Source: an optimization exercise on an open RTL-to-GDS flow (aim: small area and a short achievable clock period). Production flows keep margins and buffers that such runs may drop.
Where RTL was checked, it was by simulation tests only, not by an equivalence proof against the original.

==> flow/design.v (excerpt) <==
module mfb_frame_gen_top (
    input  logic          CLK,
    input  logic          RESET,
    input  logic          START,
    input  logic [31:0]   FRAMES,
    input  logic [15:0]   LEN_MIN,
    input  logic [15:0]   LEN_MAX,
    output logic          BUSY,
    output logic          DONE,
    output logic [31:0]   SENT_CNT,
    output logic [1023:0] TX_DATA,
    output logic [5:0]    TX_SOF_POS,
    output logic [11:0]   TX_EOF_POS,
    output logic [1:0]    TX_SOF,
    output logic [1:0]    TX_EOF,
    output logic          TX_SRC_RDY,
    input  logic          TX_DST_RDY
);
Size: roughly 2900 cells after synthesis, ~25000 um^2 of cells after synthesis.
==> module mfb_frame_gen_items, before the edit <==
module mfb_frame_gen_items (
    input  logic         clk,
    input  logic         en,
    input  logic [7:0]   base_n,
    output logic [511:0] items
);
    logic [7:0][2:0] sl_q;       
    logic [7:1]      cl_q;       
    logic [7:1]      cln_q;      
    logic [8:0][4:0] hn_q;       
    logic [8:0][4:0] hn;
    function automatic bit kept(input int m, input int k);
        if (k < 3)       kept = ((m >> k) & 1) == 0;
        else if (k == 3) kept = m != 8;
        else             kept = 1'b1;
    endfunction
    always_ff @(posedge clk) begin
        if (en) begin
            for (int j = 0; j < 8; j++) sl_q[j] <= base_n[2:0] + 3'(j);
            for (int j = 1; j < 8; j++) begin
                cl_q[j]  <= ({1'b0, base_n[2:0]} + 4'(j)) >= 4'd8;
                cln_q[j] <= ({1'b0, base_n[2:0]} + 4'(j)) <  4'd8;
            end
            for (int m = 0; m < 9; m++) hn_q[m] <= ~(base_n[7:3] + 5'(m));
        end
    end
    always_comb begin
        for (int m = 0; m < 9; m++)
            for (int k = 0; k < 5; k++)
                if (kept(m, k))  hn[m][k] = hn_q[m][k];
                else if (k < 3)  hn[m][k] = ~hn_q[m - (1 << k)][k];
                else             hn[m][k] = ~hn_q[0][k];
    end
    logic [7:0][2:0] sl;
    always_comb begin
        for (int j = 0; j < 8; j++)
            for (int k = 0; k < 3; k++)
                if (j % (2 << k) < (1 << k)) sl[j][k] = sl_q[j % (1 << k)][k];
                else                         sl[j][k] = ~sl_q[j % (1 << k)][k];
    end
    genvar i;
    generate
        for (i = 0; i < 64; i++) begin : g_item
            if (i % 8 == 0) begin : g_nc
                assign items[i*8 +: 8] = {~hn[i / 8], sl[0]};
            end else begin : g_c
                assign items[i*8 +: 8] = {~((cl_q[i % 8] ? hn[i / 8 + 1] : 5'd0) |
                                           (cln_q[i % 8] ? hn[i / 8] : 5'd0)),
                                          sl[i % 8]};
            end
        end
    endgenerate
endmodule
clock: 12.0 ns
lec_check: 0
abc_clock_period_in_ps: 3000
cap_margin: 20
core_area: 4 4 326 326
die_area: 0 0 330 330
slew_margin: 20
standard.sh (not shown) runs the stock make flow with config.mk's settings and CLKGATE_MAP_FILE= SYNTH_SCRIPT=/design/flow/synth_recipe.tcl, a recipe that flattens the netlist after the stock synthesis.
==> flow/flow/run.sh <==
#!/bin/bash
# The standard ORFS layout (standard.sh, with the standard synthesis), with
#  - the smallest buffer on the ports,
#  - the TX_DATA pins that one register or gate drives placed side by side
#    (place_pins -group_pins), so that those nets stay short, and
set -euo pipefail

# Item i of region r is TX_DATA[(r*64+i)*8 +: 8]. Bit b < 3 of an item comes
# from a register (or its complement) shared by the items with the same
# i mod 2^b; bit 3 is shared by the items with the same i mod 16 (as i/8 mod
# 2, i mod 8) and bit 4 by those with the same i mod 32; only the groups for bits 0-2 are made here.
groups=""
group() {  # $1: bit, $2: modulus; one group per residue
    local r=$3 b=$1 n=$2 g i k list
    for ((g = 0; g < n; g++)); do
        list=""
        k=0
        for ((i = g; i < 64; i += n)); do
            list+=" TX_DATA[$(( (r * 64 + i) * 8 + b ))]"
            # at most 16 pins a group, which place_pins can always fit
            if (( ++k == 16 )); then
                groups+=" -group_pins {${list# }}"
                list=""
                k=0
            fi
        done
        if [[ -n $list ]]; then groups+=" -group_pins {${list# }}"; fi
    done
}
for r in 0 1; do
    group 0 1 $r
    group 1 2 $r
    group 2 4 $r
    :
    :
done

bash standard.sh \
  "BUFFER_PORTS_ARGS=-buffer_cell sky130_fd_sc_hd__buf_1" \
  "PLACE_PINS_ARGS=${groups# }" \
  SETUP_SLACK_MARGIN=7.7 \
  finish > make.log 2>&1
The first run ran to the end with no violations.
Rerun with:
--- a/flow/design.v
+++ b/flow/design.v
@@ -31,10 +31,12 @@
     logic [7:0][2:0] sl_q;       
     logic [7:1]      cl_q;       
     logic [7:1]      cln_q;      
     logic [8:0][4:0] hn_q;       
     logic [8:0][4:0] hn;
+    logic [8:0][1:0] hb_q;
+    logic [8:0][1:0] hnb;
     function automatic bit kept(input int m, input int k);
         if (k < 3)       kept = ((m >> k) & 1) == 0;
         else if (k == 3) kept = m != 8;
         else             kept = 1'b1;
     endfunction
@@ -44,18 +46,23 @@
             for (int j = 1; j < 8; j++) begin
                 cl_q[j]  <= ({1'b0, base_n[2:0]} + 4'(j)) >= 4'd8;
                 cln_q[j] <= ({1'b0, base_n[2:0]} + 4'(j)) <  4'd8;
             end
             for (int m = 0; m < 9; m++) hn_q[m] <= ~(base_n[7:3] + 5'(m));
+            for (int m = 0; m < 9; m++) hb_q[m] <= base_n[4:3] + 2'(m);
         end
     end
     always_comb begin
         for (int m = 0; m < 9; m++)
             for (int k = 0; k < 5; k++)
                 if (kept(m, k))  hn[m][k] = hn_q[m][k];
                 else if (k < 3)  hn[m][k] = ~hn_q[m - (1 << k)][k];
                 else             hn[m][k] = ~hn_q[0][k];
+        for (int m = 0; m < 9; m++)
+            for (int k = 0; k < 2; k++)
+                if (kept(m, k))  hnb[m][k] = ~hb_q[m][k];
+                else             hnb[m][k] = hb_q[m - (1 << k)][k];
     end
     logic [7:0][2:0] sl;
     always_comb begin
         for (int j = 0; j < 8; j++)
             for (int k = 0; k < 3; k++)
@@ -63,16 +70,22 @@
                 else                         sl[j][k] = ~sl_q[j % (1 << k)][k];
     end
     genvar i;
     generate
         for (i = 0; i < 64; i++) begin : g_item
-            if (i % 8 == 0) begin : g_nc
+            if (i % 8 == 0 && i < 32) begin : g_nc
                 assign items[i*8 +: 8] = {~hn[i / 8], sl[0]};
-            end else begin : g_c
+            end else if (i % 8 == 0) begin : g_ncb
+                assign items[i*8 +: 8] = {~{hn[i / 8][4:2], hnb[i / 8]}, sl[0]};
+            end else if (i < 32) begin : g_c
                 assign items[i*8 +: 8] = {~((cl_q[i % 8] ? hn[i / 8 + 1] : 5'd0) |
                                            (cln_q[i % 8] ? hn[i / 8] : 5'd0)),
                                           sl[i % 8]};
+            end else begin : g_cb
+                assign items[i*8 +: 8] = {~((cl_q[i % 8] ? {hn[i / 8 + 1][4:2], hnb[i / 8 + 1]} : 5'd0) |
+                                           (cln_q[i % 8] ? {hn[i / 8][4:2], hnb[i / 8]} : 5'd0)),
+                                          sl[i % 8]};
             end
         end
     endgenerate
 endmodule
 module mfb_frame_gen (
After rerunning:
- design area came out higher by a few percent
- area after synthesis came out higher slightly
- wire length came out lower slightly
- final cell count came out higher slightly
- non-clock buffer count came out lower by 33
- count of clock-buffer cells in the layout came out lower by 4
Only the layout flow was run in the second run of this note; the RTL was not checked for function there.

==> static timing again, ports no longer ideal <==
The results above use ideal ports. As a check the final layouts listed here were re-extracted and re-timed, cells and wires unchanged. Step 1, drivers: a clkbuf_16 drives CLK and a buf_2 each remaining input, both assumed. Step 2 times the ports against the registers' clock, not the clock port: input delays grow and output delays shrink by t, the midpoint of the rising clock arrivals with the driver on. Three values: no drivers, after step 1, after step 2; two values: the first two.
| run | t, ns | setup slack, ns | cell pins on the clock port's net |
|---|---|---|---|
| the first run | 0.623 | 7.568 / 7.511 / 7.081 | 1 |
| the second run | 0.629 | 7.457 / 7.457 / 7.101 | 1 |
After both steps setup and hold are still met in every run listed. For the first run, which loses most, drivers alone change the setup slack by -0.057 ns; drivers and shift together by -0.487 ns.
